Source: an optimization exercise on an open RTL-to-GDS flow (aim: small area, a short achievable clock period and few clock cycles). Production flows keep margins and buffers that such runs may drop. No run shown here included a check of the RTL's function; only the layout flow was run.

===== design/flow/design.v =====
package rast_pkg;
    localparam int CHUNK = 4;
endpackage
`timescale 1ns/10ps
module bbox_setup (
    input  logic               clk,
    input  logic               arst_n,
    input  logic               tri_valid,
    input  logic [47:0]        tri_x,
    input  logic [47:0]        tri_y,
    input  logic [23:0]        tri_color,
    input  logic [1:0]         sub_q,
    input  logic [12:0]        swm_q,
    input  logic [12:0]        shm_q,
    input  logic [13:0]        mask_m,
    output logic               halt,
    input  logic               w_accept,     
    output logic               s_ready,      
    output logic signed [28:0] e0_ld, e1_ld, e2_ld,
    output logic signed [14:0] a0_ld, a1_ld, a2_ld,
    output logic signed [14:0] b0_ld, b1_ld, b2_ld,
    output logic               bf_ld,        
    output logic [12:0]        x_ld,
    output logic [12:0]        y_ld,
    output logic [12:0]        ym_ld,
    output logic [12:0]        wsamp_ld,     
    output logic [23:0]        col_ld
);
    localparam logic [1:0] ST_BOX = 2'd0, ST_DXY = 2'd1, ST_MUL = 2'd2, ST_DONE = 2'd3;
    logic        in_v;
    logic [1:0]  st;
    logic signed [14:0] vx0, vx1, vx2;     
    logic signed [14:0] vy0, vy1, vy2;
    logic [23:0] in_col;
    logic [12:0] bx, by;                   
    logic signed [13:0] bxm, bym;          
    logic [2:0]  kidx;                     
    logic signed [29:0] acc0, acc1, acc2;  
    logic        take, in_free;
    assign halt    = in_v;
    assign take    = tri_valid && !in_v;
    assign s_ready = in_v && (st == ST_DONE);
    function automatic logic signed [27:0] minmax3(input logic signed [13:0] a, b, c);
        logic ab, ac, bc;
        logic signed [13:0] mn, mx;
        ab = a < b; ac = a < c; bc = b < c;
        if (ab && ac)       mn = a;
        else if (!ab && bc) mn = b;
        else                mn = c;
        if (!ab && !ac)     mx = a;
        else if (ab && !bc) mx = b;
        else                mx = c;
        minmax3 = {mn, mx};
    endfunction
    logic signed [13:0] xlo_s, xhi_s, ylo_s, yhi_s, swm_s, shm_s;
    logic        cull_box;
    logic signed [27:0] xmm, ymm;
    assign xmm   = minmax3(vx0[13:0], vx1[13:0], vx2[13:0]);
    assign ymm   = minmax3(vy0[13:0], vy1[13:0], vy2[13:0]);
    assign xlo_s = xmm[27:14] & mask_m;
    assign xhi_s = xmm[13:0] & mask_m;
    assign ylo_s = ymm[27:14] & mask_m;
    assign yhi_s = ymm[13:0] & mask_m;
    assign swm_s = {1'b0, swm_q};
    assign shm_s = {1'b0, shm_q};
    assign cull_box = xhi_s[13] || yhi_s[13] || (xlo_s > swm_s) || (ylo_s > shm_s);
    logic signed [14:0] dx0, dx1, dx2, dy0, dy1, dy2;
    assign dx0 = vx0 - {2'b00, bx};
    assign dx1 = vx1 - {2'b00, bx};
    assign dx2 = vx2 - {2'b00, bx};
    assign dy0 = vy0 - {2'b00, by};
    assign dy1 = vy1 - {2'b00, by};
    assign dy2 = vy2 - {2'b00, by};
    logic [2:0] kstart;
    always_comb begin
        logic [15:0] d0, d1, d2;
        d0 = {dx0[14], dx0};
        d1 = {dx1[14], dx1};
        d2 = {dx2[14], dx2};
        kstart = 3'd0;
        for (int k = 1; k < 8; k++) begin
            if (!(d0[2*k+1] == d0[2*k] && d0[2*k] == d0[2*k-1]) ||
                !(d1[2*k+1] == d1[2*k] && d1[2*k] == d1[2*k-1]) ||
                !(d2[2*k+1] == d2[2*k] && d2[2*k] == d2[2*k-1]))
                kstart = k[2:0];
        end
    end
    logic [2:0] dg0, dg1, dg2;
    always_comb begin
        logic [16:0] p0, p1, p2;
        p0 = {vx0[14], vx0, 1'b0};
        p1 = {vx1[14], vx1, 1'b0};
        p2 = {vx2[14], vx2, 1'b0};
        dg0 = p0[2*kidx +: 3];
        dg1 = p1[2*kidx +: 3];
        dg2 = p2[2*kidx +: 3];
    end
    function automatic logic [17:0] booth(input logic [2:0] d, input logic signed [14:0] m, input logic neg);
        logic [16:0] mag;
        logic        sg;
        case (d)
            3'b001, 3'b010, 3'b101, 3'b110: mag = {{2{m[14]}}, m};
            3'b011, 3'b100:                 mag = {m[14], m, 1'b0};
            default:                        mag = 17'd0;
        endcase
        sg = (d[2] && !(d[1] && d[0])) ^ neg;
        if (d == 3'b000 || d == 3'b111) sg = 1'b0;
        booth = {sg, mag ^ {17{sg}}};       
    endfunction
    function automatic logic [29:0] sx17(input logic [16:0] v);
        sx17 = {{13{v[16]}}, v};
    endfunction
    logic [17:0] pa0, pb0, pa1, pb1, pa2, pb2;
    assign pa0 = booth(dg0, vy1, 1'b0);
    assign pb0 = booth(dg1, vy0, 1'b1);
    assign pa1 = booth(dg2, vy1, 1'b0);
    assign pb1 = booth(dg1, vy2, 1'b1);
    assign pa2 = booth(dg2, vy0, 1'b0);
    assign pb2 = booth(dg0, vy2, 1'b1);
    logic signed [29:0] acc0_n, acc1_n, acc2_n;
    assign acc0_n = {acc0[27:0], pa0[17] & pb0[17], pa0[17] ^ pb0[17]} + sx17(pa0[16:0]) + sx17(pb0[16:0]);
    assign acc1_n = {acc1[27:0], pa1[17] & pb1[17], pa1[17] ^ pb1[17]} + sx17(pa1[16:0]) + sx17(pb1[16:0]);
    assign acc2_n = {acc2[27:0], pa2[17] & pb2[17], pa2[17] ^ pb2[17]} + sx17(pa2[16:0]) + sx17(pb2[16:0]);
    assign in_free = in_v && ((st == ST_BOX && cull_box) ||
                              (st == ST_DONE && w_accept));
    always_ff @(posedge clk or negedge arst_n) begin
        if (!arst_n) begin
            in_v <= 1'b0;
            st   <= ST_BOX;
        end else begin
            if (take) begin
                in_v <= 1'b1;
                st   <= ST_BOX;
            end else if (in_free) begin
                in_v <= 1'b0;
                st   <= ST_BOX;
            end else if (in_v) begin
                case (st)
                    ST_BOX:  st <= ST_DXY;
                    ST_DXY:  st <= ST_MUL;
                    ST_MUL:  if (kidx == 3'd0) st <= ST_DONE;
                    default: ;
                endcase
            end
        end
    end
    always_ff @(posedge clk) begin
        if (take) begin
            vx0 <= {tri_x[13],  tri_x[13:0]};
            vx1 <= {tri_x[29],  tri_x[29:16]};
            vx2 <= {tri_x[45],  tri_x[45:32]};
            vy0 <= {tri_y[13],  tri_y[13:0]};
            vy1 <= {tri_y[29],  tri_y[29:16]};
            vy2 <= {tri_y[45],  tri_y[45:32]};
            in_col <= tri_color;
        end else if (in_v && st == ST_DXY) begin
            vx0 <= dx0; vx1 <= dx1; vx2 <= dx2;
            vy0 <= dy0; vy1 <= dy1; vy2 <= dy2;
        end
        if (in_v && st == ST_BOX) begin
            bx  <= xlo_s[13] ? 13'd0 : xlo_s[12:0];
            by  <= ylo_s[13] ? 13'd0 : ylo_s[12:0];
            bxm <= (xhi_s > swm_s) ? swm_s : xhi_s;
            bym <= (yhi_s > shm_s) ? shm_s : yhi_s;
        end
        if (in_v && st == ST_DXY) begin
            kidx <= kstart;
            acc0 <= '0; acc1 <= '0; acc2 <= '0;
        end else if (in_v && st == ST_MUL) begin
            kidx <= kidx - 3'd1;
            acc0 <= acc0_n; acc1 <= acc1_n; acc2 <= acc2_n;
        end
    end
    logic signed [29:0] ef1;
    assign ef1 = ~acc1;                    
    always_comb begin
        case (sub_q)
            2'd0:    begin e0_ld = {{3{acc0[29]}}, acc0[29:4]}; e1_ld = {{3{ef1[29]}}, ef1[29:4]}; e2_ld = {{3{acc2[29]}}, acc2[29:4]}; end
            2'd1:    begin e0_ld = {{2{acc0[29]}}, acc0[29:3]}; e1_ld = {{2{ef1[29]}}, ef1[29:3]}; e2_ld = {{2{acc2[29]}}, acc2[29:3]}; end
            2'd2:    begin e0_ld = {{1{acc0[29]}}, acc0[29:2]}; e1_ld = {{1{ef1[29]}}, ef1[29:2]}; e2_ld = {{1{acc2[29]}}, acc2[29:2]}; end
            default: begin e0_ld = acc0[29:1]; e1_ld = ef1[29:1]; e2_ld = acc2[29:1]; end
        endcase
    end
    assign a0_ld = vy0 - vy1; assign b0_ld = vx1 - vx0;
    assign a1_ld = vy1 - vy2; assign b1_ld = vx2 - vx1;
    assign a2_ld = vy2 - vy0; assign b2_ld = vx0 - vx2;
    logic [12:0] wbox;
    assign wbox = bxm[12:0] - bx;
    always_comb begin
        case (sub_q)
            2'd0:    wsamp_ld = {4'd0, wbox[12:4]};
            2'd1:    wsamp_ld = {3'd0, wbox[12:3]};
            2'd2:    wsamp_ld = {2'd0, wbox[12:2]};
            default: wsamp_ld = {1'd0, wbox[12:1]};
        endcase
    end
    logic signed [31:0] area2;
    assign area2 = {{2{acc0[29]}}, acc0} - {{2{acc1[29]}}, acc1} + {{2{acc2[29]}}, acc2};
    assign bf_ld  = area2[31] || (area2 == 32'sd0);
    assign x_ld   = bx;
    assign y_ld   = by;
    assign ym_ld  = bym[12:0];
    assign col_ld = in_col;
endmodule
`timescale 1ns/10ps
module sample_iterator #(
    parameter int NS = 4
) (
    input  logic               clk,
    input  logic               arst_n,
    input  logic [1:0]         sub_q,
    input  logic [12:0]        step_s,
    input  logic [12:0]        step_ns,
    input  logic               s_ready,
    input  logic signed [28:0] e0_ld, e1_ld, e2_ld,
    input  logic signed [14:0] a0_ld, a1_ld, a2_ld,
    input  logic signed [14:0] b0_ld, b1_ld, b2_ld,
    input  logic               bf_ld,
    input  logic [12:0]        x_ld,
    input  logic [12:0]        y_ld,
    input  logic [12:0]        ym_ld,
    input  logic [12:0]        wsamp_ld,
    input  logic [23:0]        col_ld,
    output logic               w_accept,
    input  logic               sp_take,
    output logic               sp_v,
    output logic [12:0]        sp_f,
    output logic [12:0]        sp_l,
    output logic [12:0]        sp_y,
    output logic [23:0]        sp_col
);
    localparam int LNS = $clog2(NS);
    localparam int CW  = 13 - LNS;         
    logic          w_v, w_bf, w_dir, w_rf;
    logic [12:0]   w_xc, w_y, w_ym;
    logic [CW-1:0] w_c, w_cl;
    logic [LNS-1:0] w_wl;
    logic [23:0]   w_col;
    logic          stall, w_rowend, w_last, w_adv, w_load;
    logic [NS-1:0] m0, m1, m2, w_mask;
    assign w_rowend = w_dir ? (w_c == '0) : (w_c == w_cl);
    assign w_last   = w_rowend && (w_y == w_ym);
    assign w_adv    = w_v && !w_bf && !stall;
    assign w_accept = !stall && (!w_v || w_bf || w_last);
    assign w_load   = s_ready && w_accept;
    edge_unit #(.NS(NS)) u_e0 (.clk, .load(w_load), .e_ld(e0_ld), .a_ld(a0_ld), .b_ld(b0_ld),
                               .adv(w_adv), .rowstep(w_rowend), .dir(w_dir), .mask(m0));
    edge_unit #(.NS(NS)) u_e1 (.clk, .load(w_load), .e_ld(e1_ld), .a_ld(a1_ld), .b_ld(b1_ld),
                               .adv(w_adv), .rowstep(w_rowend), .dir(w_dir), .mask(m1));
    edge_unit #(.NS(NS)) u_e2 (.clk, .load(w_load), .e_ld(e2_ld), .a_ld(a2_ld), .b_ld(b2_ld),
                               .adv(w_adv), .rowstep(w_rowend), .dir(w_dir), .mask(m2));
    always_comb begin
        w_mask = m0 & m1 & m2;
        for (int k = 0; k < NS; k++)
            if (w_c == w_cl && k > w_wl) w_mask[k] = 1'b0;
    end
    always_ff @(posedge clk or negedge arst_n) begin
        if (!arst_n)       w_v <= 1'b0;
        else if (w_load)   w_v <= 1'b1;
        else if (w_accept) w_v <= 1'b0;
    end
    always_ff @(posedge clk) begin
        if (w_load) begin
            w_bf  <= bf_ld;
            w_xc  <= x_ld;
            w_y   <= y_ld;
            w_ym  <= ym_ld;
            w_c   <= '0;
            w_cl  <= wsamp_ld[12:LNS];
            w_wl  <= wsamp_ld[LNS-1:0];
            w_dir <= 1'b0;
            w_rf  <= 1'b1;
            w_col <= col_ld;
        end else if (w_adv) begin
            if (w_rowend) begin
                w_y   <= w_y + step_s;
                w_dir <= !w_dir;
                w_rf  <= 1'b1;
            end else begin
                w_xc <= w_dir ? w_xc - step_ns : w_xc + step_ns;
                w_c  <= w_dir ? w_c - 1'b1 : w_c + 1'b1;
                w_rf <= 1'b0;
            end
        end
    end
    logic          p_v, p_dir, p_rf, p_rl, p_has;
    logic [NS-1:0] p_mask;
    logic [12:0]   p_xc, p_y, p_f, p_l;
    logic [23:0]   p_col;
    logic          p_any, p_has_eff, p_has_n, p_push;
    logic [LNS-1:0] p_kf, p_kl;
    logic [12:0]   p_of, p_ol, p_f_n, p_l_n;
    always_comb begin
        p_any = |p_mask;
        p_kf = '0;
        for (int k = NS-1; k >= 0; k--) if (p_mask[k]) p_kf = k[LNS-1:0];
        p_kl = '0;
        for (int k = 0; k < NS; k++) if (p_mask[k]) p_kl = k[LNS-1:0];
        case (sub_q)
            2'd0:    begin p_of = 13'({p_kf, 4'd0}); p_ol = 13'({p_kl, 4'd0}); end
            2'd1:    begin p_of = 13'({p_kf, 3'd0}); p_ol = 13'({p_kl, 3'd0}); end
            2'd2:    begin p_of = 13'({p_kf, 2'd0}); p_ol = 13'({p_kl, 2'd0}); end
            default: begin p_of = 13'({p_kf, 1'd0}); p_ol = 13'({p_kl, 1'd0}); end
        endcase
        p_has_eff = p_rf ? 1'b0 : p_has;
        p_f_n = (p_any && !(!p_dir && p_has_eff)) ? p_xc + p_of : p_f;
        p_l_n = (p_any && !(p_dir && p_has_eff))  ? p_xc + p_ol : p_l;
        p_has_n = p_has_eff || p_any;
        p_push = p_v && p_rl && p_has_n;
    end
    assign stall = p_push && sp_v && !sp_take;
    always_ff @(posedge clk or negedge arst_n) begin
        if (!arst_n)     p_v <= 1'b0;
        else if (!stall) p_v <= w_adv;
    end
    always_ff @(posedge clk) begin
        if (!stall) begin
            if (w_adv) begin
                p_mask <= w_mask;
                p_xc   <= w_xc;
                p_y    <= w_y;
                p_dir  <= w_dir;
                p_rf   <= w_rf;
                p_rl   <= w_rowend;
                p_col  <= w_col;
            end
            if (p_v) begin
                p_f   <= p_f_n;
                p_l   <= p_l_n;
                p_has <= p_has_n;
            end
        end
    end
    always_ff @(posedge clk or negedge arst_n) begin
        if (!arst_n)                sp_v <= 1'b0;
        else if (p_push && !stall)  sp_v <= 1'b1;
        else if (sp_take)           sp_v <= 1'b0;
    end
    always_ff @(posedge clk) begin
        if (p_push && !stall) begin
            sp_f   <= p_f_n;
            sp_l   <= p_l_n;
            sp_y   <= p_y;
            sp_col <= p_col;
        end
    end
endmodule
`timescale 1ns/10ps
module edge_unit #(
    parameter int NS = 4
) (
    input  logic               clk,
    input  logic               load,
    input  logic signed [28:0] e_ld,
    input  logic signed [14:0] a_ld,
    input  logic signed [14:0] b_ld,
    input  logic               adv,       
    input  logic               rowstep,   
    input  logic               dir,       
    output logic [NS-1:0]      mask
);
    localparam int LNS = $clog2(NS);
    localparam int KW  = 15 + LNS;        
    localparam int EW  = KW;              
    logic signed [28:0] e;
    logic signed [14:0] a, b;
    always_ff @(posedge clk) begin
        if (load) begin
            e <= e_ld;
            a <= a_ld;
            b <= b_ld;
        end else if (adv) begin
            if (rowstep)  e <= e + {{14{b[14]}}, b};
            else if (dir) e <= e - {{(14-LNS){a[14]}}, a, {LNS{1'b0}}};
            else          e <= e + {{(14-LNS){a[14]}}, a, {LNS{1'b0}}};
        end
    end
    function automatic logic signed [KW-1:0] kmul(input logic signed [14:0] v, input int kk);
        logic signed [KW-1:0] v1;
        v1 = {{(KW-15){v[14]}}, v};
        case (kk)
            0: kmul = '0;
            1: kmul = v1;
            2: kmul = v1 <<< 1;
            3: kmul = v1 + (v1 <<< 1);
            4: kmul = v1 <<< 2;
            5: kmul = v1 + (v1 <<< 2);
            6: kmul = (v1 <<< 1) + (v1 <<< 2);
            default: kmul = (v1 <<< 3) - v1;
        endcase
    endfunction
    logic inr;
    assign inr = (e[28:EW-1] == '0) || (e[28:EW-1] == '1);
    genvar k;
    generate
        for (k = 0; k < NS; k++) begin : g_k
            logic signed [KW-1:0] ka;
            logic signed [EW:0]   sum;
            assign ka  = kmul(a, k);
            assign sum = {e[EW-1], e[EW-1:0]} + {{(EW+1-KW){ka[KW-1]}}, ka};
            assign mask[k] = inr ? !sum[EW] : !e[28];
        end
    endgenerate
endmodule
`timescale 1ns/10ps
module rast_top (
    input  logic        clk,
    input  logic        arst_n,
    input  logic        tri_valid,
    input  logic [47:0] tri_x,
    input  logic [47:0] tri_y,
    input  logic [23:0] tri_color,
    input  logic [15:0] screen_w,
    input  logic [15:0] screen_h,
    input  logic [1:0]  sub_sample,
    output logic        halt,
    output logic        hit_valid,
    output logic [15:0] hit_x,
    output logic [15:0] hit_y,
    output logic [23:0] hit_color
);
    localparam int NS = rast_pkg::CHUNK;
    logic [1:0]  sub_q;
    logic [12:0] swm_q, shm_q;             
    logic [3:0]  lowm;
    always_comb begin
        case (sub_sample)
            2'd0:    lowm = 4'b1111;
            2'd1:    lowm = 4'b0111;
            2'd2:    lowm = 4'b0011;
            default: lowm = 4'b0001;
        endcase
    end
    always_ff @(posedge clk) begin
        sub_q <= sub_sample;
        swm_q <= screen_w[12:0] & ~{9'd0, lowm};
        shm_q <= screen_h[12:0] & ~{9'd0, lowm};
    end
    logic [12:0] step_s, step_ns;
    logic [13:0] mask_m;
    always_comb begin
        case (sub_q)
            2'd0:    begin step_s = 13'd16; mask_m = 14'h3ff0; end
            2'd1:    begin step_s = 13'd8;  mask_m = 14'h3ff8; end
            2'd2:    begin step_s = 13'd4;  mask_m = 14'h3ffc; end
            default: begin step_s = 13'd2;  mask_m = 14'h3ffe; end
        endcase
        step_ns = step_s << $clog2(NS);
    end
    logic               s_ready, w_accept, bf_ld;
    logic signed [28:0] e0_ld, e1_ld, e2_ld;
    logic signed [14:0] a0_ld, a1_ld, a2_ld, b0_ld, b1_ld, b2_ld;
    logic [12:0]        x_ld, y_ld, ym_ld, wsamp_ld;
    logic [23:0]        col_ld;
    bbox_setup u_setup (
        .clk, .arst_n, .tri_valid, .tri_x, .tri_y, .tri_color,
        .sub_q, .swm_q, .shm_q, .mask_m, .halt, .w_accept, .s_ready,
        .e0_ld, .e1_ld, .e2_ld, .a0_ld, .a1_ld, .a2_ld, .b0_ld, .b1_ld, .b2_ld,
        .bf_ld, .x_ld, .y_ld, .ym_ld, .wsamp_ld, .col_ld
    );
    logic        sp_take, sp_v;
    logic [12:0] sp_f, sp_l, sp_y;
    logic [23:0] sp_col;
    sample_iterator #(.NS(NS)) u_iter (
        .clk, .arst_n, .sub_q, .step_s, .step_ns, .s_ready,
        .e0_ld, .e1_ld, .e2_ld, .a0_ld, .a1_ld, .a2_ld, .b0_ld, .b1_ld, .b2_ld,
        .bf_ld, .x_ld, .y_ld, .ym_ld, .wsamp_ld, .col_ld, .w_accept,
        .sp_take, .sp_v, .sp_f, .sp_l, .sp_y, .sp_col
    );
    logic        em_v, em_last;
    logic [12:0] em_x, em_l, em_y;
    logic [23:0] em_col;
    assign em_last = em_x == em_l;
    assign sp_take = sp_v && (!em_v || em_last);
    always_ff @(posedge clk or negedge arst_n) begin
        if (!arst_n)      em_v <= 1'b0;
        else if (sp_take) em_v <= 1'b1;
        else if (em_last) em_v <= 1'b0;
    end
    always_ff @(posedge clk) begin
        if (sp_take) begin
            em_x   <= sp_f;
            em_l   <= sp_l;
            em_y   <= sp_y;
            em_col <= sp_col;
        end else if (em_v) begin
            em_x <= em_x + step_s;
        end
    end
    assign hit_valid = em_v;
    assign hit_x     = {3'd0, em_x};
    assign hit_y     = {3'd0, em_y};
    assign hit_color = em_col;
endmodule

===== design/flow/run.sh =====
#!/bin/bash
# synth_recipe.tcl (not shown) runs the flow's synth.tcl, then flattens the netlist and writes it again
# the make line also repeats each setting of config.mk as NAME=value (left out here)
make -C /OpenROAD-flow-scripts/flow DESIGN_CONFIG=/design/flow/config.mk WORK_HOME=/design/flow/orfs CLKGATE_MAP_FILE= SYNTH_SCRIPT=/design/flow/synth_recipe.tcl finish

===== design/flow/config.mk =====
export PLATFORM = sky130hd
export DESIGN_NAME = rast_top
export DESIGN_NICKNAME = rast_top
export VERILOG_FILES = /design/flow/design.v
export SDC_FILE = /design/flow/constraint.sdc
export NUM_CORES = 4
export LEC_CHECK = 0
export ABC_CLOCK_PERIOD_IN_PS = 3500
export CAP_MARGIN = 20
export CORE_MARGIN = 2
export CORE_UTILIZATION = 40
export SETUP_SLACK_MARGIN = 5
export SLEW_MARGIN = 20

===== design/flow/constraint.sdc =====
create_clock -name core_clock -period 9.0 [get_ports {clk}]
set_input_delay 1.8000 -clock core_clock [delete_from_list [all_inputs] [get_ports {clk}]]
set_output_delay 1.8000 -clock core_clock [all_outputs]
set_load 0.01 [all_outputs]

==> results of run 1 <==
-- area by class of cell --
class / count / area (um2)
timing repair buffer: 712 / 6720
sequential: 757 / 21480
clock inverter: 56 / 726.9
inverter: 484 / 1913
tap: 2175 / 2721
antenna: 4 / 10.01
clock buffer: 119 / 2526
multi-input combinational: 5466 / 45260
fill: 14706 / 81420
-- stage by stage --
| step | hold slack, ns | area, um2 | setup slack (ns) |
|---|---|---|---|
| floorplan | 0.4003 | 66480 | 3.981 |
| detailed placement | 0.4045 | 70360 | 2.211 |
| CTS | 0.4057 | 78790 | 3.512 |
| global placement | 0.4002 | 70360 | 2.341 |
| finish | 0.4115 | 81360 | 3.450 |
| global route | 0.4150 | 81350 | 3.312 |
-- sequential cells by signal (all words and copies together), names as in the netlist, 24 cells and up --
| register | flops |
|---|---|
| u_iter.sp_col | 24 |
| u_setup.acc1 | 30 |
| em_col | 24 |
| u_iter.p_col | 24 |
| u_iter.u_e0.e | 29 |
| u_iter.w_col | 24 |
| u_setup.acc2 | 30 |
| u_iter.u_e1.e | 29 |
| u_setup.in_col | 24 |
| u_iter.u_e2.e | 29 |
| u_setup.acc0 | 30 |
-- cell usage after synthesis (43+ instances only) --
library cell and count:
a211oi_1 80, a21boi_0 48, a21o_1 184, a21oi_1 602, a221o_1 57, a31oi_1 55
and2_1 54, and3_1 46, clkbuf_1 187, dfxtp_1 129, edfxtp_1 621, fa_1 186
ha_1 723, inv_1 478, mux2i_1 77, mux4_2 66, nand2_1 527, nand2b_1 85
nand3_1 98, nand4_1 51, nor2_1 619, nor2b_1 97, nor3_1 122, o211ai_1 54
o21a_1 91, o21ai_0 418, o22ai_1 45, o31ai_1 43, xnor2_1 398, xor2_1 155
-- what timing repair did --
item                                    in CTS  in global routing
pin swaps                                  251                247
gates cloned                                14                  4
endpoints found under the setup margin     551                409
hold buffers                                 0                  0
buffers inserted                           332                125
gates resized for setup                    536                325
-- routing by layer --
layer / wire, um / GRT usage [%] / up-vias
met3: 18570 / 4.187 / 568
met1: 100300 / 37.01 / 27755
met2: 102400 / 41.09 / 2354
met4: 13650 / 12.98 / 2
met5: 12 / 0 / -
li1: - / - / 26499
-- cells by family (layout without fill, tap and decap cells) --
| logic type | after synthesis | after routing | synth area share [%] |
|---|---|---|---|
| compound gates | 1951 | 1952 | 18.99 |
| mux | 185 | 186 | 4.165 |
| buf+inv | 732 | 1371 | 4.282 |
| fa+ha+maj | 909 | 909 | 19.48 |
| xor+xnor | 553 | 553 | 7.389 |
| simple gates | 1850 | 1859 | 13.03 |
| other cells | 1 | 11 | 0.005721 |
| flops | 757 | 757 | 32.66 |
-- worst reg2reg max path, delay by kind of cell, from the launching register on --
family,cells,cell delay [ns]
AO/OA/AOI/OAI,12,2.47
XOR/XNOR,1,0.19
adder cells (fa/ha/maj),2,0.80
buffers and inverters,2,0.30
flip-flops,1,0.54
multiplexers,1,0.53
AND/OR/NAND/NOR,3,0.56
-- path summary, 6_finish.rpt --
path | from | end | slack (ns) | depth (start not counted)
worst max-delay path | u_setup.vx1[7] | u_setup.acc0[26] | 3.45 | 21
worst min-delay path | u_iter.w_xc[2] | u_iter.p_xc[2] | 0.41 | 0
worst max register to register | u_setup.vx1[7] | u_setup.acc0[26] | 3.45 | 21
worst min register to register | u_iter.w_xc[2] | u_iter.p_xc[2] | 0.41 | 0
max in group asynchronous | arst_n | u_setup.in_v | 6.91 | 1
min in group asynchronous | arst_n | em_v | 1.54 | 1
==> out/summary.txt, run 1 <==
Outcome = complete, no violations
Startpoint Class = flip-flop
Die area = 0.1671 mm2
NumNets Final = 8,580
Worst-Margin Slew = 1.193 ns
HPWL Detailed = 167,600 um
Layout cells sized above 1 = 18.73%
Register area share after synthesis = 32.66%
Flops & latches, synth = 757
Vias in the first global route = 54.21k
Average wire per standard cell = 24.05 um
Port bufs = 187
H-tree levels = 3
Fin cells = 9,773
CTS Buffer Depth = 3
Max cap viols = 0
Grt total ovfl = 0
Number of synthesized flops with an enable pin = 621
Total number of vias = 57.18k
DR iter-0 viols = 5,125
Worst path buffer plus inverter count = 2
CP Capture Type = flip-flop
Unrepaired setup endpoints after global routing = true
Worst-path clk slew = 0.06 ns
Synth unique cells = 94
Worst rel slew slack = 20.37%
Most frequent cells in the layout = ha_1, edfxtp_1, nor2_1
Largest net degree at the start of global routing = 96
Fin util = 49.98%
Placed Cells = 9,119
Fraction of registers with async set/reset = 0.9247%
Req. time, crit path = 9.54 ns
Dominant cell type by area after synthesis = edfxtp_1
Max-slew violations = 0
Crit path cell chain = mux4_2 > nand2_2 > o31ai_4 > buf_12 > or2_4 > and2_4 > buf_12 > a221o_1 > fa_1 > ha_1 > a21o_1 > a21o_1 > a2111o_1 > a31oi_4 > o21a_2 > o21ai_4 > a221oi_4 > a211o_1 > o21bai_1 > xnor2_1 > o22ai_1
Initial antenna violation count = 8
Die span in y = 408.8 um
CP max stage delay = 0.54 ns
Slowest cell on crit path = edfxtp_1
P&R area growth vs syn = 24.12%
Top delay family on crit path = compound AO/OA/AOI/OAI gates
Setup_tns = 0 ns
Post-Syn Area = 0.06555 mm2
Crit-path max FO = 7
Final Skew = 0.03396 ns
CTS tree = built
Drc violations = 0
Finish-stage setup viols = 0
WS Path Type = flip-flop to flip-flop
Crit path time final = 5.550 ns
Total core area = 0.1628 mm2
CTS root buf = clkbuf_16
Synth top area cells = edfxtp_1, ha_1, fa_1
I/O Pins = 215
Vias/cell = 5.851
Yosys warns = 4
Most common cell after layout, fill and taps aside = ha_1
Post-DRT Antenna Nets = 0
Endpoints failing hold = 0
Overall routing resource usage = 26.87%
Fmax = 180.2 MHz
Hold Crit Class = flip-flop to flip-flop
Routed WL = 235,000 um
Routability Congestion = 0.9627
TritonRoute pass-1 iters = 8
First-pass GRT wire length = 342,800 um
Top_reg_cell synth = edfxtp_1
Clock sinks = 757
Fin crit share = 61.67%
Initial Utilization = 40.27%
CTS buffer count = 93
Mean post-synth cell area = 9.447 um2
Share of the synthesized area in the top cell type = 28.45%
Num rows = 148
Die extent in x = 408.8 um
Worst EP arrival = 6.09 ns
Synth Instances = 6,938
Clock latency on the worst-skew pair = 0.74 ns
==> inputs of run 2 (changes only) <==
--- a/design/flow/design.v
+++ b/design/flow/design.v
@@ -40,30 +40,65 @@
     assign halt    = in_v;
     assign take    = tri_valid && !in_v;
     assign s_ready = in_v && (st == ST_DONE);
-    function automatic logic signed [27:0] minmax3(input logic signed [13:0] a, b, c);
-        logic ab, ac, bc;
-        logic signed [13:0] mn, mx;
-        ab = a < b; ac = a < c; bc = b < c;
-        if (ab && ac)       mn = a;
-        else if (!ab && bc) mn = b;
-        else                mn = c;
-        if (!ab && !ac)     mx = a;
-        else if (ab && !bc) mx = b;
-        else                mx = c;
-        minmax3 = {mn, mx};
-    endfunction
-    logic signed [13:0] xlo_s, xhi_s, ylo_s, yhi_s, swm_s, shm_s;
-    logic        cull_box;
-    logic signed [27:0] xmm, ymm;
-    assign xmm   = minmax3(vx0[13:0], vx1[13:0], vx2[13:0]);
-    assign ymm   = minmax3(vy0[13:0], vy1[13:0], vy2[13:0]);
-    assign xlo_s = xmm[27:14] & mask_m;
-    assign xhi_s = xmm[13:0] & mask_m;
-    assign ylo_s = ymm[27:14] & mask_m;
-    assign yhi_s = ymm[13:0] & mask_m;
+    logic signed [13:0] sx0, sx1, sx2, sy0, sy1, sy2, swm_s, shm_s;
+    assign sx0 = vx0[13:0] & mask_m;
+    assign sx1 = vx1[13:0] & mask_m;
+    assign sx2 = vx2[13:0] & mask_m;
+    assign sy0 = vy0[13:0] & mask_m;
+    assign sy1 = vy1[13:0] & mask_m;
+    assign sy2 = vy2[13:0] & mask_m;
     assign swm_s = {1'b0, swm_q};
     assign shm_s = {1'b0, shm_q};
-    assign cull_box = xhi_s[13] || yhi_s[13] || (xlo_s > swm_s) || (ylo_s > shm_s);
+    logic x01, x02, x12, y01, y02, y12;        
+    logic xg0, xg1, xg2, yg0, yg1, yg2;        
+    assign x01 = sx0 < sx1;  assign x02 = sx0 < sx2;  assign x12 = sx1 < sx2;
+    assign y01 = sy0 < sy1;  assign y02 = sy0 < sy2;  assign y12 = sy1 < sy2;
+    assign xg0 = sx0 > swm_s; assign xg1 = sx1 > swm_s; assign xg2 = sx2 > swm_s;
+    assign yg0 = sy0 > shm_s; assign yg1 = sy1 > shm_s; assign yg2 = sy2 > shm_s;
+    logic signed [13:0] xlo_s, xhi_s, ylo_s, yhi_s;
+    always_comb begin
+        if (x01 && x02)       xlo_s = sx0;
+        else if (!x01 && x12) xlo_s = sx1;
+        else                  xlo_s = sx2;
+        if (!x01 && !x02)     xhi_s = sx0;
+        else if (x01 && !x12) xhi_s = sx1;
+        else                  xhi_s = sx2;
+        if (y01 && y02)       ylo_s = sy0;
+        else if (!y01 && y12) ylo_s = sy1;
+        else                  ylo_s = sy2;
+        if (!y01 && !y02)     yhi_s = sy0;
+        else if (y01 && !y12) yhi_s = sy1;
+        else                  yhi_s = sy2;
+    end
+    logic        xneg, yneg, xover, yover, cull_box;
+    assign xneg  = sx0[13] || sx1[13] || sx2[13];    
+    assign yneg  = sy0[13] || sy1[13] || sy2[13];
+    assign xover = xg0 || xg1 || xg2;                
+    assign yover = yg0 || yg1 || yg2;
+    assign cull_box = (sx0[13] && sx1[13] && sx2[13]) || (sy0[13] && sy1[13] && sy2[13]) ||
+                      (xg0 && xg1 && xg2) || (yg0 && yg1 && yg2);
+    function automatic logic [3:0] lop(input logic signed [14:0] v);
+        logic [13:0] u;
+        u = v[14] ? ~v[13:0] : v[13:0];
+        lop = 4'd0;
+        for (int i = 1; i < 14; i++) if (u[i]) lop = i[3:0];
+    endfunction
+    logic signed [14:0] p1, p2, q1, q2;
+    logic        pz, qz, pn, qn, bf_quick;
+    logic [4:0]  lp, lq;
+    assign p1 = vx1 - vx0;
+    assign p2 = vy2 - vy0;
+    assign q1 = vx2 - vx0;
+    assign q2 = vy1 - vy0;
+    assign pz = (p1 == 15'sd0) || (p2 == 15'sd0);
+    assign qz = (q1 == 15'sd0) || (q2 == 15'sd0);
+    assign pn = p1[14] ^ p2[14];
+    assign qn = q1[14] ^ q2[14];
+    assign lp = {1'b0, lop(p1)} + {1'b0, lop(p2)};
+    assign lq = {1'b0, lop(q1)} + {1'b0, lop(q2)};
+    assign bf_quick = ((pz || pn) && (qz || !qn)) ||
+                      (!pz && !pn && !qz && !qn && (lq > lp + 5'd2)) ||
+                      (!pz && pn && !qz && qn && (lp > lq + 5'd2));
     logic signed [14:0] dx0, dx1, dx2, dy0, dy1, dy2;
     assign dx0 = vx0 - {2'b00, bx};
     assign dx1 = vx1 - {2'b00, bx};
@@ -85,16 +120,14 @@
                 kstart = k[2:0];
         end
     end
+    function automatic logic [2:0] digit(input logic signed [14:0] v, input logic [2:0] k);
+        logic [16:0] p;
+        p = {v[14], v, 1'b0};
+        digit = p[2*k +: 3];
+    endfunction
     logic [2:0] dg0, dg1, dg2;
-    always_comb begin
-        logic [16:0] p0, p1, p2;
-        p0 = {vx0[14], vx0, 1'b0};
-        p1 = {vx1[14], vx1, 1'b0};
-        p2 = {vx2[14], vx2, 1'b0};
-        dg0 = p0[2*kidx +: 3];
-        dg1 = p1[2*kidx +: 3];
-        dg2 = p2[2*kidx +: 3];
-    end
+    logic [2:0] kprev;
+    assign kprev = kidx - 3'd1;
     function automatic logic [17:0] booth(input logic [2:0] d, input logic signed [14:0] m, input logic neg);
         logic [16:0] mag;
         logic        sg;
@@ -117,11 +150,17 @@
     assign pb1 = booth(dg1, vy2, 1'b1);
     assign pa2 = booth(dg2, vy0, 1'b0);
     assign pb2 = booth(dg0, vy2, 1'b1);
+    function automatic logic [29:0] add3(input logic [29:0] x, y, z);
+        logic [29:0] sm, cy;
+        sm = x ^ y ^ z;
+        cy = (x & y) | (x & z) | (y & z);
+        add3 = sm + {cy[28:0], 1'b0};
+    endfunction
     logic signed [29:0] acc0_n, acc1_n, acc2_n;
-    assign acc0_n = {acc0[27:0], pa0[17] & pb0[17], pa0[17] ^ pb0[17]} + sx17(pa0[16:0]) + sx17(pb0[16:0]);
-    assign acc1_n = {acc1[27:0], pa1[17] & pb1[17], pa1[17] ^ pb1[17]} + sx17(pa1[16:0]) + sx17(pb1[16:0]);
-    assign acc2_n = {acc2[27:0], pa2[17] & pb2[17], pa2[17] ^ pb2[17]} + sx17(pa2[16:0]) + sx17(pb2[16:0]);
-    assign in_free = in_v && ((st == ST_BOX && cull_box) ||
+    assign acc0_n = add3({acc0[27:0], pa0[17] & pb0[17], pa0[17] ^ pb0[17]}, sx17(pa0[16:0]), sx17(pb0[16:0]));
+    assign acc1_n = add3({acc1[27:0], pa1[17] & pb1[17], pa1[17] ^ pb1[17]}, sx17(pa1[16:0]), sx17(pb1[16:0]));
+    assign acc2_n = add3({acc2[27:0], pa2[17] & pb2[17], pa2[17] ^ pb2[17]}, sx17(pa2[16:0]), sx17(pb2[16:0]));
+    assign in_free = in_v && ((st == ST_BOX && (cull_box || bf_quick)) ||
                               (st == ST_DONE && w_accept));
     always_ff @(posedge clk or negedge arst_n) begin
         if (!arst_n) begin
@@ -158,16 +197,22 @@
             vy0 <= dy0; vy1 <= dy1; vy2 <= dy2;
         end
         if (in_v && st == ST_BOX) begin
-            bx  <= xlo_s[13] ? 13'd0 : xlo_s[12:0];
-            by  <= ylo_s[13] ? 13'd0 : ylo_s[12:0];
-            bxm <= (xhi_s > swm_s) ? swm_s : xhi_s;
-            bym <= (yhi_s > shm_s) ? shm_s : yhi_s;
+            bx  <= xneg  ? 13'd0 : xlo_s[12:0];
+            by  <= yneg  ? 13'd0 : ylo_s[12:0];
+            bxm <= xover ? swm_s : xhi_s;
+            bym <= yover ? shm_s : yhi_s;
         end
         if (in_v && st == ST_DXY) begin
             kidx <= kstart;
+            dg0  <= digit(dx0, kstart);
+            dg1  <= digit(dx1, kstart);
+            dg2  <= digit(dx2, kstart);
             acc0 <= '0; acc1 <= '0; acc2 <= '0;
         end else if (in_v && st == ST_MUL) begin
-            kidx <= kidx - 3'd1;
+            kidx <= kprev;
+            dg0  <= digit(vx0, kprev);
+            dg1  <= digit(vx1, kprev);
+            dg2  <= digit(vx2, kprev);
             acc0 <= acc0_n; acc1 <= acc1_n; acc2 <= acc2_n;
         end
     end
@@ -238,8 +283,13 @@
     logic [23:0]   w_col;
     logic          stall, w_rowend, w_last, w_adv, w_load;
     logic [NS-1:0] m0, m1, m2, w_mask;
-    assign w_rowend = w_dir ? (w_c == '0) : (w_c == w_cl);
-    assign w_last   = w_rowend && (w_y == w_ym);
+    logic          w_re, w_lc, w_yl;
+    logic [CW-1:0] w_cn;
+    logic [12:0]   w_yn;
+    assign w_cn     = w_dir ? w_c - 1'b1 : w_c + 1'b1;
+    assign w_yn     = w_y + step_s;
+    assign w_rowend = w_re;
+    assign w_last   = w_re && w_yl;
     assign w_adv    = w_v && !w_bf && !stall;
     assign w_accept = !stall && (!w_v || w_bf || w_last);
     assign w_load   = s_ready && w_accept;
@@ -252,7 +302,7 @@
     always_comb begin
         w_mask = m0 & m1 & m2;
         for (int k = 0; k < NS; k++)
-            if (w_c == w_cl && k > w_wl) w_mask[k] = 1'b0;
+            if (w_lc && k > w_wl) w_mask[k] = 1'b0;
     end
     always_ff @(posedge clk or negedge arst_n) begin
         if (!arst_n)       w_v <= 1'b0;
@@ -267,19 +317,26 @@
             w_ym  <= ym_ld;
             w_c   <= '0;
             w_cl  <= wsamp_ld[12:LNS];
+            w_re  <= wsamp_ld[12:LNS] == '0;
+            w_lc  <= wsamp_ld[12:LNS] == '0;
+            w_yl  <= y_ld == ym_ld;
             w_wl  <= wsamp_ld[LNS-1:0];
             w_dir <= 1'b0;
             w_rf  <= 1'b1;
             w_col <= col_ld;
         end else if (w_adv) begin
             if (w_rowend) begin
-                w_y   <= w_y + step_s;
+                w_y   <= w_yn;
+                w_yl  <= w_yn == w_ym;
                 w_dir <= !w_dir;
                 w_rf  <= 1'b1;
+                w_re  <= w_cl == '0;
             end else begin
                 w_xc <= w_dir ? w_xc - step_ns : w_xc + step_ns;
-                w_c  <= w_dir ? w_c - 1'b1 : w_c + 1'b1;
+                w_c  <= w_cn;
                 w_rf <= 1'b0;
+                w_re <= w_dir ? (w_cn == '0) : (w_cn == w_cl);
+                w_lc <= w_cn == w_cl;
             end
         end
     end
@@ -308,7 +365,10 @@
         p_has_n = p_has_eff || p_any;
         p_push = p_v && p_rl && p_has_n;
     end
-    assign stall = p_push && sp_v && !sp_take;
+    logic        sq_v;                 
+    logic [12:0] sq_f, sq_l, sq_y;
+    logic [23:0] sq_col;
+    assign stall = p_push && sq_v && !sp_take;
     always_ff @(posedge clk or negedge arst_n) begin
         if (!arst_n)     p_v <= 1'b0;
         else if (!stall) p_v <= w_adv;
@@ -331,17 +391,30 @@
             end
         end
     end
+    logic push;
+    assign push = p_push && !stall;
     always_ff @(posedge clk or negedge arst_n) begin
-        if (!arst_n)                sp_v <= 1'b0;
-        else if (p_push && !stall)  sp_v <= 1'b1;
-        else if (sp_take)           sp_v <= 1'b0;
+        if (!arst_n) begin
+            sp_v <= 1'b0;
+            sq_v <= 1'b0;
+        end else begin
+            if (sp_take) begin
+                sp_v <= sq_v || push;
+                sq_v <= sq_v && push;
+            end else if (push) begin
+                sp_v <= 1'b1;
+                sq_v <= sp_v;
+            end
+        end
     end
     always_ff @(posedge clk) begin
-        if (p_push && !stall) begin
-            sp_f   <= p_f_n;
-            sp_l   <= p_l_n;
-            sp_y   <= p_y;
-            sp_col <= p_col;
+        if ((sp_take && sq_v) ) begin
+            sp_f <= sq_f; sp_l <= sq_l; sp_y <= sq_y; sp_col <= sq_col;
+        end else if (push && (sp_take || !sp_v)) begin
+            sp_f <= p_f_n; sp_l <= p_l_n; sp_y <= p_y; sp_col <= p_col;
+        end
+        if (push && ((sp_take && sq_v) || (!sp_take && sp_v))) begin
+            sq_f <= p_f_n; sq_l <= p_l_n; sq_y <= p_y; sq_col <= p_col;
         end
     end
 endmodule
==> run 2 against run 1 <==
  * Area after synthesis rose by 12%
  * Register-to-register slack got worse by 0.49 ns
  * Synthesized cell count grew 12%
  * Clock-buffer cell count shrank 3
  * Global-route usage rose by 2.6 points
  * First-iteration DRC count increased by 27%
  * Design area rose by 14%
  * Clock skew rose by 0.015 ns
  * Die area increased by 12%
==> out/summary.txt, run 2 <==
Total core area = 0.1827 mm2 (was 0.1628 mm2)
Routability Congestion = 0.9895 (was 0.9627)
Max cap viols = 0 (unchanged)
Fin crit share = 67.07% (was 61.67%)
Worst-path clk slew = 0.06 ns (about the same)
Startpoint Class = flip-flop (unchanged)
Top_reg_cell synth = edfxtp_1 (unchanged)
Routed WL = 285,600 um (was 235,000 um)
Synth top cells by count = ha_1, edfxtp_1, a21oi_1 (was ha_1, edfxtp_1, nor2_1)
Clock sinks = 832 (was 757)
Crit path time final = 6.036 ns (was 5.550 ns)
Placed Cells = 10.18k (was 9,119)
Flops & latches, synth = 832 (was 757)
Total number of vias = 65.60k (was 57.18k)
Worst EP arrival = 6.71 ns (was 6.09 ns)
Post-route cell area = 0.09258 mm2 (was 0.08136 mm2)
Most frequent cells in the layout = ha_1, edfxtp_1, buf_4 (was ha_1, edfxtp_1, nor2_1)
Drc violations = 0 (unchanged)
WHS Path Cells = 0 (unchanged)
H-tree levels = 3 (unchanged)
Max-slew violations = 0 (unchanged)
Layout cells sized above 1 = 22.28% (was 18.73%)
Largest net degree at the start of global routing = 98 (was 96)
Hold endpoint = u_iter.p_col[21] (was u_iter.p_xc[2])
Hold Buf Count CTS = 0 (unchanged)
Post-Syn Area = 0.07339 mm2 (was 0.06555 mm2)
Register area share after synthesis = 32.23% (was 32.66%)
CTS tree = built (unchanged)
Crit Reg-Reg Startpoint = u_setup.vx0[12] (was u_setup.vx1[7])
First-pass GRT wire length = 411,300 um (was 342,800 um)
Worst reg-to-reg setup slack = 2.96 ns (was 3.45 ns)
Slowest cell on crit path = edfxtp_1 (unchanged)
Unrepaired setup endpoints after global routing = true (unchanged)
CTS root buf = clkbuf_16 (unchanged)
Vias/cell = 5.979 (was 5.851)
CTS Buffer Depth = 3 (unchanged)
Grt total ovfl = 0 (unchanged)
Dominant cell type by area after synthesis = edfxtp_1 (unchanged)
Endpoints failing hold = 0 (unchanged)
Clock latency on the worst-skew pair = 0.77 ns (was 0.74 ns)
Average wire per standard cell = 26.03 um (was 24.05 um)
Synth top area cells = edfxtp_1, ha_1, fa_1 (unchanged)
Worst-Margin Slew = 1.095 ns (was 1.193 ns)
P&R area growth vs syn = 26.15% (was 24.12%)
Synth unique cells = 106 (was 94)
Largest regs = u_setup.acc0 (30), u_setup.acc1 (30), u_setup.acc2 (30) (unchanged)
Die area = 0.1869 mm2 (was 0.1671 mm2)
Finish-stage setup viols = 0 (unchanged)
WS Path Type = flip-flop to flip-flop (unchanged)
Cell with the most instances after synthesis = ha_1 (unchanged)
Fill cells = 16.55k (was 14.71k)
HPWL Detailed = 208,100 um (was 167,600 um)
CTS buffer count = 98 (was 93)
Hold Crit Class = flip-flop to flip-flop (unchanged)
Top delay family on crit path = compound AO/OA/AOI/OAI gates (unchanged)
Mean post-synth cell area = 9.419 um2 (was 9.447 um2)
DR iter-0 viols = 6,485 (was 5,125)
Setup_tns = 0 ns (unchanged)
Synth Instances = 7,792 (was 6,938)
Crit-path max FO = 8 (was 7)
Critical R2R Capture = u_setup.st[0] (was u_setup.acc0[26])
Placed cell areas = 0.07848 mm2 (was 0.07036 mm2)
TritonRoute pass-1 iters = 6 (was 8)
Initial antenna violation count = 21 (was 8)
Min-delay src = u_iter.w_col[21] (was u_iter.w_xc[2])
Port bufs = 187 (unchanged)
Yosys warns = 4 (unchanged)
Num rows = 157 (was 148)
Hold slack = 0.4121 ns (was 0.4115 ns)
Fmax = 165.7 MHz (was 180.2 MHz)
Number of synthesized flops with an enable pin = 695 (was 621)
Outcome = complete, no violations (unchanged)
Most common cell after layout, fill and taps aside = ha_1 (unchanged)
Overall routing resource usage = 29.49% (was 26.87%)
Post-DRT Antenna Nets = 0 (unchanged)
Vias in the first global route = 61.82k (was 54.21k)
CP max stage delay = 0.83 ns (was 0.54 ns)
Die extent in x = 432.3 um (was 408.8 um)
Worst path buffer plus inverter count = 3 (was 2)
Initial Utilization = 40.17% (was 40.27%)
Share of the synthesized area in the top cell type = 28.44% (was 28.45%)
NumNets Final = 9,633 (was 8,580)
Fin cells = 10.97k (was 9,773)
Final Skew = 0.04849 ns (was 0.03396 ns)
Reg2reg path depth = 26 (was 21)
I/O Pins = 215 (unchanged)
Req. time, crit path = 9.67 ns (was 9.54 ns)
Worst rel slew slack = 26.72% (was 20.37%)
CP Capture Type = flip-flop (unchanged)
Die span in y = 432.3 um (was 408.8 um)
Fraction of registers with async set/reset = 0.9615% (was 0.9247%)
[run 2: cell types whose count changed after synthesis, moves of 33 or more]
cell,change
o21ai_0,+115
xor2_1,+94
edfxtp_1,+74
clkbuf_1,+73
ha_1,+72
mux2_2,+55
nor3_1,+42
xnor2_1,-41
a21oi_1,+36
nand2b_1,+36
nand3_1,+35
a22oi_1,+33
[run 2: kinds of logic (layout without fill, tap and decap cells)]
logic type      after synthesis  in the layout  share of synthesized area [%]
compound gates             2235           2235                          19.37
simple gates               2050           2066                          13.37
fa+ha+maj                   985            985                          18.74
flops                       832            832                          32.23
buf+inv                     819           1581                          4.276
xor+xnor                    606            607                          7.232
mux                         264            264                          4.779
other cells                   1             18                       0.005110
[run 2: per-layer routing]
metal / up-vias / wire (um) / share of wire [%] / global-route usage, %
met5: - / 119 / 0.042 / 0
met4: 16 / 18620 / 6.5 / 16.05
met3: 650 / 23470 / 8.2 / 5.675
met2: 2783 / 122500 / 43 / 44.38
met1: 32112 / 121000 / 42 / 39.86
li1: 30043 / - / - / -
[run 2: worst max-delay path by stage]
stage | from | to | slack (ns) | cells after the start
after floorplan | u_setup.vy2[0] | u_setup.st[0] | 3.38 | 32
after global placement | u_setup.vx2[13] | u_setup.st[1] | 1.47 | 27
after detailed placement | u_setup.vx2[13] | u_setup.st[0] | 1.51 | 27
after CTS | u_setup.vy2[0] | u_setup.st[0] | 3.08 | 33
after global routing | u_setup.vx0[0] | u_setup.st[0] | 2.85 | 29
final | u_setup.vx0[12] | u_setup.st[0] | 2.96 | 26
[run 2: stage by stage]
step	utilization, %	setup WS (ns)
after CTS	48.74	3.081
after floorplan	-	3.379
after detailed placement	42.96	1.507
after global placement	42.95	1.472
after global routing	50.66	2.850
final	50.68	2.964
[run 2: area by class of cell]
cell class	count	area (um2)	share of cell area (%)
repair buffers	884	8320	8.987
diodes	11	27.53	0.02973
inverters	511	2029	2.192
well taps	2385	2984	3.223
flip-flops and latches	832	23740	25.65
clock buffers	116	2561	2.766
multi-input cells	6164	51890	56.05
clock inverters	70	1023	1.105
[run 2: timing repair]
item | in CTS | in global routing
pin swaps | 321 | 349
setup buffers | 403 | 167
resized for setup | 786 | 526
endpoints found under the hold margin | 0 | 0
endpoints found under the setup margin | 560 | 381
gates cloned | 19 | 8
==> inputs of run 3 (changes only) <==
--- a/design/flow/design.v
+++ b/design/flow/design.v
@@ -1,3 +1,4 @@
+`timescale 1ns/10ps
 package rast_pkg;
     localparam int CHUNK = 4;
 endpackage
@@ -19,7 +20,6 @@
     output logic signed [28:0] e0_ld, e1_ld, e2_ld,
     output logic signed [14:0] a0_ld, a1_ld, a2_ld,
     output logic signed [14:0] b0_ld, b1_ld, b2_ld,
-    output logic               bf_ld,        
     output logic [12:0]        x_ld,
     output logic [12:0]        y_ld,
     output logic [12:0]        ym_ld,
@@ -49,10 +49,17 @@
     assign sy2 = vy2[13:0] & mask_m;
     assign swm_s = {1'b0, swm_q};
     assign shm_s = {1'b0, shm_q};
+    assign a0_ld = vy0 - vy1; assign b0_ld = vx1 - vx0;
+    assign a1_ld = vy1 - vy2; assign b1_ld = vx2 - vx1;
+    assign a2_ld = vy2 - vy0; assign b2_ld = vx0 - vx2;
     logic x01, x02, x12, y01, y02, y12;        
     logic xg0, xg1, xg2, yg0, yg1, yg2;        
-    assign x01 = sx0 < sx1;  assign x02 = sx0 < sx2;  assign x12 = sx1 < sx2;
-    assign y01 = sy0 < sy1;  assign y02 = sy0 < sy2;  assign y12 = sy1 < sy2;
+    assign x01 = !b0_ld[14] && (b0_ld != 15'sd0);    
+    assign x02 = b2_ld[14];                           
+    assign x12 = !b1_ld[14] && (b1_ld != 15'sd0);    
+    assign y01 = a0_ld[14];                           
+    assign y02 = !a2_ld[14] && (a2_ld != 15'sd0);    
+    assign y12 = a1_ld[14];                           
     assign xg0 = sx0 > swm_s; assign xg1 = sx1 > swm_s; assign xg2 = sx2 > swm_s;
     assign yg0 = sy0 > shm_s; assign yg1 = sy1 > shm_s; assign yg2 = sy2 > shm_s;
     logic signed [13:0] xlo_s, xhi_s, ylo_s, yhi_s;
@@ -83,19 +90,24 @@
         lop = 4'd0;
         for (int i = 1; i < 14; i++) if (u[i]) lop = i[3:0];
     endfunction
-    logic signed [14:0] p1, p2, q1, q2;
     logic        pz, qz, pn, qn, bf_quick;
+    logic [3:0]  lb0, la2, lb2, la0;
     logic [4:0]  lp, lq;
-    assign p1 = vx1 - vx0;
-    assign p2 = vy2 - vy0;
-    assign q1 = vx2 - vx0;
-    assign q2 = vy1 - vy0;
-    assign pz = (p1 == 15'sd0) || (p2 == 15'sd0);
-    assign qz = (q1 == 15'sd0) || (q2 == 15'sd0);
-    assign pn = p1[14] ^ p2[14];
-    assign qn = q1[14] ^ q2[14];
-    assign lp = {1'b0, lop(p1)} + {1'b0, lop(p2)};
-    assign lq = {1'b0, lop(q1)} + {1'b0, lop(q2)};
+    always_ff @(posedge clk) begin
+        if (in_v && st == ST_BOX) begin
+            pz  <= (b0_ld == 15'sd0) || (a2_ld == 15'sd0);
+            qz  <= (b2_ld == 15'sd0) || (a0_ld == 15'sd0);
+            pn  <= b0_ld[14] ^ a2_ld[14];
+            qn  <= b2_ld[14] ^ a0_ld[14];
+            kst_q <= kstart;
+            lb0 <= lop(b0_ld);
+            la2 <= lop(a2_ld);
+            lb2 <= lop(b2_ld);
+            la0 <= lop(a0_ld);
+        end
+    end
+    assign lp = {1'b0, lb0} + {1'b0, la2};
+    assign lq = {1'b0, lb2} + {1'b0, la0};
     assign bf_quick = ((pz || pn) && (qz || !qn)) ||
                       (!pz && !pn && !qz && !qn && (lq > lp + 5'd2)) ||
                       (!pz && pn && !qz && qn && (lp > lq + 5'd2));
@@ -106,19 +118,27 @@
     assign dy0 = vy0 - {2'b00, by};
     assign dy1 = vy1 - {2'b00, by};
     assign dy2 = vy2 - {2'b00, by};
-    logic [2:0] kstart;
+    function automatic logic ge(input logic signed [14:0] v, input int j);
+        logic [13:0] u;
+        u = v[14] ? ~v[13:0] : v[13:0];
+        ge = |(u >> (j - 1));
+    endfunction
+    logic [2:0] kstart, kst_q;
     always_comb begin
-        logic [15:0] d0, d1, d2;
-        d0 = {dx0[14], dx0};
-        d1 = {dx1[14], dx1};
-        d2 = {dx2[14], dx2};
-        kstart = 3'd0;
-        for (int k = 1; k < 8; k++) begin
-            if (!(d0[2*k+1] == d0[2*k] && d0[2*k] == d0[2*k-1]) ||
-                !(d1[2*k+1] == d1[2*k] && d1[2*k] == d1[2*k-1]) ||
-                !(d2[2*k+1] == d2[2*k] && d2[2*k] == d2[2*k-1]))
-                kstart = k[2:0];
+        logic [7:0] need;
+        logic [2:0] sh;
+        sh = 3'd4 - {1'b0, sub_q};
+        need = '0;
+        need[1] = 1'b1;
+        for (int k = 2; k < 8; k++) begin
+            if (xneg)
+                need[k] = ge(vx0, 2*k-1) || ge(vx1, 2*k-1) || ge(vx2, 2*k-1);
+            else
+                need[k] = ge(b0_ld, 2*k-2) || ge(b1_ld, 2*k-2) || ge(b2_ld, 2*k-2) ||
+                          ({29'd0, sh} >= 2*k-1);
         end
+        kstart = 3'd0;
+        for (int k = 1; k < 8; k++) if (need[k]) kstart = k[2:0];
     end
     function automatic logic [2:0] digit(input logic signed [14:0] v, input logic [2:0] k);
         logic [16:0] p;
@@ -160,7 +180,7 @@
     assign acc0_n = add3({acc0[27:0], pa0[17] & pb0[17], pa0[17] ^ pb0[17]}, sx17(pa0[16:0]), sx17(pb0[16:0]));
     assign acc1_n = add3({acc1[27:0], pa1[17] & pb1[17], pa1[17] ^ pb1[17]}, sx17(pa1[16:0]), sx17(pb1[16:0]));
     assign acc2_n = add3({acc2[27:0], pa2[17] & pb2[17], pa2[17] ^ pb2[17]}, sx17(pa2[16:0]), sx17(pb2[16:0]));
-    assign in_free = in_v && ((st == ST_BOX && (cull_box || bf_quick)) ||
+    assign in_free = in_v && ((st == ST_BOX && cull_box) || (st == ST_DXY && bf_quick) ||
                               (st == ST_DONE && w_accept));
     always_ff @(posedge clk or negedge arst_n) begin
         if (!arst_n) begin
@@ -203,10 +223,10 @@
             bym <= yover ? shm_s : yhi_s;
         end
         if (in_v && st == ST_DXY) begin
-            kidx <= kstart;
-            dg0  <= digit(dx0, kstart);
-            dg1  <= digit(dx1, kstart);
-            dg2  <= digit(dx2, kstart);
+            kidx <= kst_q;
+            dg0  <= digit(dx0, kst_q);
+            dg1  <= digit(dx1, kst_q);
+            dg2  <= digit(dx2, kst_q);
             acc0 <= '0; acc1 <= '0; acc2 <= '0;
         end else if (in_v && st == ST_MUL) begin
             kidx <= kprev;
@@ -226,9 +246,6 @@
             default: begin e0_ld = acc0[29:1]; e1_ld = ef1[29:1]; e2_ld = acc2[29:1]; end
         endcase
     end
-    assign a0_ld = vy0 - vy1; assign b0_ld = vx1 - vx0;
-    assign a1_ld = vy1 - vy2; assign b1_ld = vx2 - vx1;
-    assign a2_ld = vy2 - vy0; assign b2_ld = vx0 - vx2;
     logic [12:0] wbox;
     assign wbox = bxm[12:0] - bx;
     always_comb begin
@@ -239,9 +256,6 @@
             default: wsamp_ld = {1'd0, wbox[12:1]};
         endcase
     end
-    logic signed [31:0] area2;
-    assign area2 = {{2{acc0[29]}}, acc0} - {{2{acc1[29]}}, acc1} + {{2{acc2[29]}}, acc2};
-    assign bf_ld  = area2[31] || (area2 == 32'sd0);
     assign x_ld   = bx;
     assign y_ld   = by;
     assign ym_ld  = bym[12:0];
@@ -260,7 +274,6 @@
     input  logic signed [28:0] e0_ld, e1_ld, e2_ld,
     input  logic signed [14:0] a0_ld, a1_ld, a2_ld,
     input  logic signed [14:0] b0_ld, b1_ld, b2_ld,
-    input  logic               bf_ld,
     input  logic [12:0]        x_ld,
     input  logic [12:0]        y_ld,
     input  logic [12:0]        ym_ld,
@@ -276,8 +289,8 @@
 );
     localparam int LNS = $clog2(NS);
     localparam int CW  = 13 - LNS;         
-    logic          w_v, w_bf, w_dir, w_rf;
-    logic [12:0]   w_xc, w_y, w_ym;
+    logic          w_v, w_dir, w_rf;
+    logic [12:0]   w_xc, w_y, w_ymp;     
     logic [CW-1:0] w_c, w_cl;
     logic [LNS-1:0] w_wl;
     logic [23:0]   w_col;
@@ -290,8 +303,8 @@
     assign w_yn     = w_y + step_s;
     assign w_rowend = w_re;
     assign w_last   = w_re && w_yl;
-    assign w_adv    = w_v && !w_bf && !stall;
-    assign w_accept = !stall && (!w_v || w_bf || w_last);
+    assign w_adv    = w_v && !stall;
+    assign w_accept = !stall && (!w_v || w_last);
     assign w_load   = s_ready && w_accept;
     edge_unit #(.NS(NS)) u_e0 (.clk, .load(w_load), .e_ld(e0_ld), .a_ld(a0_ld), .b_ld(b0_ld),
                                .adv(w_adv), .rowstep(w_rowend), .dir(w_dir), .mask(m0));
@@ -311,10 +324,9 @@
     end
     always_ff @(posedge clk) begin
         if (w_load) begin
-            w_bf  <= bf_ld;
             w_xc  <= x_ld;
             w_y   <= y_ld;
-            w_ym  <= ym_ld;
+            w_ymp <= ym_ld - step_s;
             w_c   <= '0;
             w_cl  <= wsamp_ld[12:LNS];
             w_re  <= wsamp_ld[12:LNS] == '0;
@@ -327,7 +339,7 @@
         end else if (w_adv) begin
             if (w_rowend) begin
                 w_y   <= w_yn;
-                w_yl  <= w_yn == w_ym;
+                w_yl  <= w_y == w_ymp;
                 w_dir <= !w_dir;
                 w_rf  <= 1'b1;
                 w_re  <= w_cl == '0;
@@ -520,7 +532,7 @@
         endcase
         step_ns = step_s << $clog2(NS);
     end
-    logic               s_ready, w_accept, bf_ld;
+    logic               s_ready, w_accept;
     logic signed [28:0] e0_ld, e1_ld, e2_ld;
     logic signed [14:0] a0_ld, a1_ld, a2_ld, b0_ld, b1_ld, b2_ld;
     logic [12:0]        x_ld, y_ld, ym_ld, wsamp_ld;
@@ -529,7 +541,7 @@
         .clk, .arst_n, .tri_valid, .tri_x, .tri_y, .tri_color,
         .sub_q, .swm_q, .shm_q, .mask_m, .halt, .w_accept, .s_ready,
         .e0_ld, .e1_ld, .e2_ld, .a0_ld, .a1_ld, .a2_ld, .b0_ld, .b1_ld, .b2_ld,
-        .bf_ld, .x_ld, .y_ld, .ym_ld, .wsamp_ld, .col_ld
+        .x_ld, .y_ld, .ym_ld, .wsamp_ld, .col_ld
     );
     logic        sp_take, sp_v;
     logic [12:0] sp_f, sp_l, sp_y;
@@ -537,7 +549,7 @@
     sample_iterator #(.NS(NS)) u_iter (
         .clk, .arst_n, .sub_q, .step_s, .step_ns, .s_ready,
         .e0_ld, .e1_ld, .e2_ld, .a0_ld, .a1_ld, .a2_ld, .b0_ld, .b1_ld, .b2_ld,
-        .bf_ld, .x_ld, .y_ld, .ym_ld, .wsamp_ld, .col_ld, .w_accept,
+        .x_ld, .y_ld, .ym_ld, .wsamp_ld, .col_ld, .w_accept,
         .sp_take, .sp_v, .sp_f, .sp_l, .sp_y, .sp_col
     );
     logic        em_v, em_last;
==> run 3 against run 2 <==
  * Design area decreased by 6.5%
  * Critical endpoint is now u_setup.acc2[27]
  * Die area decreased by 4.1%
  * Clock-buffer cell count increased by 15
  * Via count decreased by 5.0%
  * Highest routed layer unchanged
  * Still clean on timing, DRC and antenna
  * Utilization decreased by 1.0 points
  * Worst setup slack improved by 1.1 ns
==> out/summary.txt, run 3 <==
Xor-xnor portion of the synthesized cell area = 7.228% (was 7.232%)
CTS buffer count = 100 (was 98)
Number of synthesized flops with an enable pin = 717 (was 695)
TritonRoute pass-1 iters = 13 (was 6)
DR iter-0 viols = 6,741 (was 6,485)
Met1 GRT Util = 36.87% (was 39.86%)
Met2 usage in global routing = 39.93% (was 44.38%)
Worst-path clk slew = 0.06 ns (about the same)
CTS root buf = clkbuf_16 (unchanged)
Top_reg_cell synth = edfxtp_1 (unchanged)
Vias in the first global route = 58.71k (was 61.82k)
Total number of vias = 62.31k (was 65.60k)
Max cap viols = 0 (unchanged)
Largest net degree at the start of global routing = 97 (was 98)
Synth top cells by count = edfxtp_1, ha_1, nand2_1 (was ha_1, edfxtp_1, a21oi_1)
Dominant cell type by area after synthesis = edfxtp_1 (unchanged)
CTS Buffer Depth = 3 (unchanged)
Drc violations = 0 (unchanged)
Post-Syn Area = 0.07039 mm2 (was 0.07339 mm2)
Worst rel slew slack = 24.92% (was 26.72%)
CP max stage delay = 0.55 ns (was 0.83 ns)
Layout cells sized above 1 = 18.00% (was 22.28%)
Synth Area in Compound Gates = 20.21% (was 19.37%)
Synth Instances = 7,447 (was 7,792)
Fin crit share = 54.52% (was 67.07%)
Grt total ovfl = 0 (unchanged)
Unrepaired setup endpoints after global routing = true (unchanged)
Die extent in x = 423.5 um (was 432.3 um)
First-pass GRT wire length = 365,300 um (was 411,300 um)
Setup WS post-layout = 4.093 ns (was 2.964 ns)
H-tree levels = 3 (unchanged)
Port bufs = 187 (unchanged)
Num rows = 153 (was 157)
Fmax = 203.8 MHz (was 165.7 MHz)
Hold Crit Class = flip-flop to flip-flop (unchanged)
Initial antenna violation count = 8 (was 21)
Outcome = complete, no violations (unchanged)
Yosys warns = 4 (unchanged)
Initial Utilization = 40.36% (was 40.17%)
Gr busiest metal = met2 (unchanged)
Hold slack = 0.4145 ns (was 0.4121 ns)
Fraction of registers with async set/reset = 0.9368% (was 0.9615%)
Hold Buf Count CTS = 0 (unchanged)
==> run 3: cell types whose count changed in the layout (fill, tap and decap cells not counted), sizes merged, moves of 31 or more <==
cell	delta
a222oi	+62
mux4	-40
nor2b	-35
fa	-31
nand2b	-43
buf	-123
inv	-49
a21oi	-73
ha	-90
o22ai	+36
a221oi	+45
nand2	+93
o21ai	-113
==> run 3: timing repair <==
action	CTS	global route
resized for setup	463	411
setup endpoints to repair	534	315
gates cloned	13	8
buffers inserted	296	181
pin swaps	220	264
==> run 3: worst paths after layout <==
| path | from | endpoint | slack [ns] | depth (start not counted) |
|---|---|---|---|---|
| setup / recovery | u_setup.dg0[1] | u_setup.acc2[27] | 4.09 | 19 |
| hold / removal | u_setup.in_col[21] | u_iter.w_col[21] | 0.41 | 0 |
| setup reg to reg | u_setup.dg0[1] | u_setup.acc2[27] | 4.09 | 19 |
| hold reg to reg | u_setup.in_col[21] | u_iter.w_col[21] | 0.41 | 0 |
| max in group asynchronous | arst_n | u_setup.in_v | 6.77 | 1 |
| min in group asynchronous | arst_n | u_iter.sp_v | 1.58 | 1 |
==> run 3: final cells by class <==
class                           count  area (um2)
Inverter                          454        1810
Antenna cell                        6       15.01
Timing Repair inverter              2       17.52
Clock inverter                     52       631.9
Tap cell                         2325        2909
Timing Repair Buffer              765        7231
Multi-Input combinational cell   5842       46940
Fill cell                       15734       87840
Sequential cell                   854       24320
Clock buffer                      131        2680
==> run 3: cell families after synthesis <==
kind of cell / after synthesis
other cells: 1
simple gates: 2034
xor+xnor: 580
buf+inv: 763
flops: 854
mux: 203
fa+ha+maj: 864
compound gates: 2148
==> run 3: per-layer routing <==
| layer | wire length (um) | vias to the layer above |
|---|---|---|
| li1 | - | 28762 |
| met4 | 12300 | 6 |
| met3 | 23000 | 539 |
| met2 | 107700 | 2804 |
| met5 | 43 | - |
| met1 | 107600 | 30203 |
==> run 3: worst max-delay path, delay by kind of cell, from the launching register on <==
family	cells	cell delay (ns)
AND/OR/NAND/NOR	3	0.60
XOR/XNOR	1	0.18
buffers and inverters	2	0.11
AO/OA/AOI/OAI	10	2.37
flip-flops	1	0.55
adder cells (fa/ha/maj)	3	0.97
==> run 3: stage by stage <==
stage	area (um2)	instances
4_1_cts	83110	10236
6_report	86560	10431
2_1_floorplan	70880	7453
5_1_grt	86540	10426
3_3_place_gp	75030	9744
3_5_place_dp	75050	9744

-- afterwards: timing with drivers on the ports --
How much do the figures lean on ideal ports? The routed layouts below were timed once more, with nothing changed but the port constraints. Step 1, drivers: a clkbuf_16 drives clk and a buf_2 each remaining input, both assumed. Step 2 also shifts input and output timing later by t, the mid clock arrival at the registers, as if the neighbouring blocks saw the same clock. a / b / c = no drivers / after step 1 / after step 2; a / b = the first two.
run	t, ns	setup slack, ns	worst hold slack (ns)
run 1	0.799	3.450 / 3.450 / 3.450	0.412 / 0.412 / 0.412
run 2	0.841	2.964 / 2.964 / 2.964	0.412 / 0.412 / 0.412
run 3	0.843	4.093 / 4.093 / 4.093	0.414 / 0.414 / 0.414
After both steps every run listed still meets setup and hold.
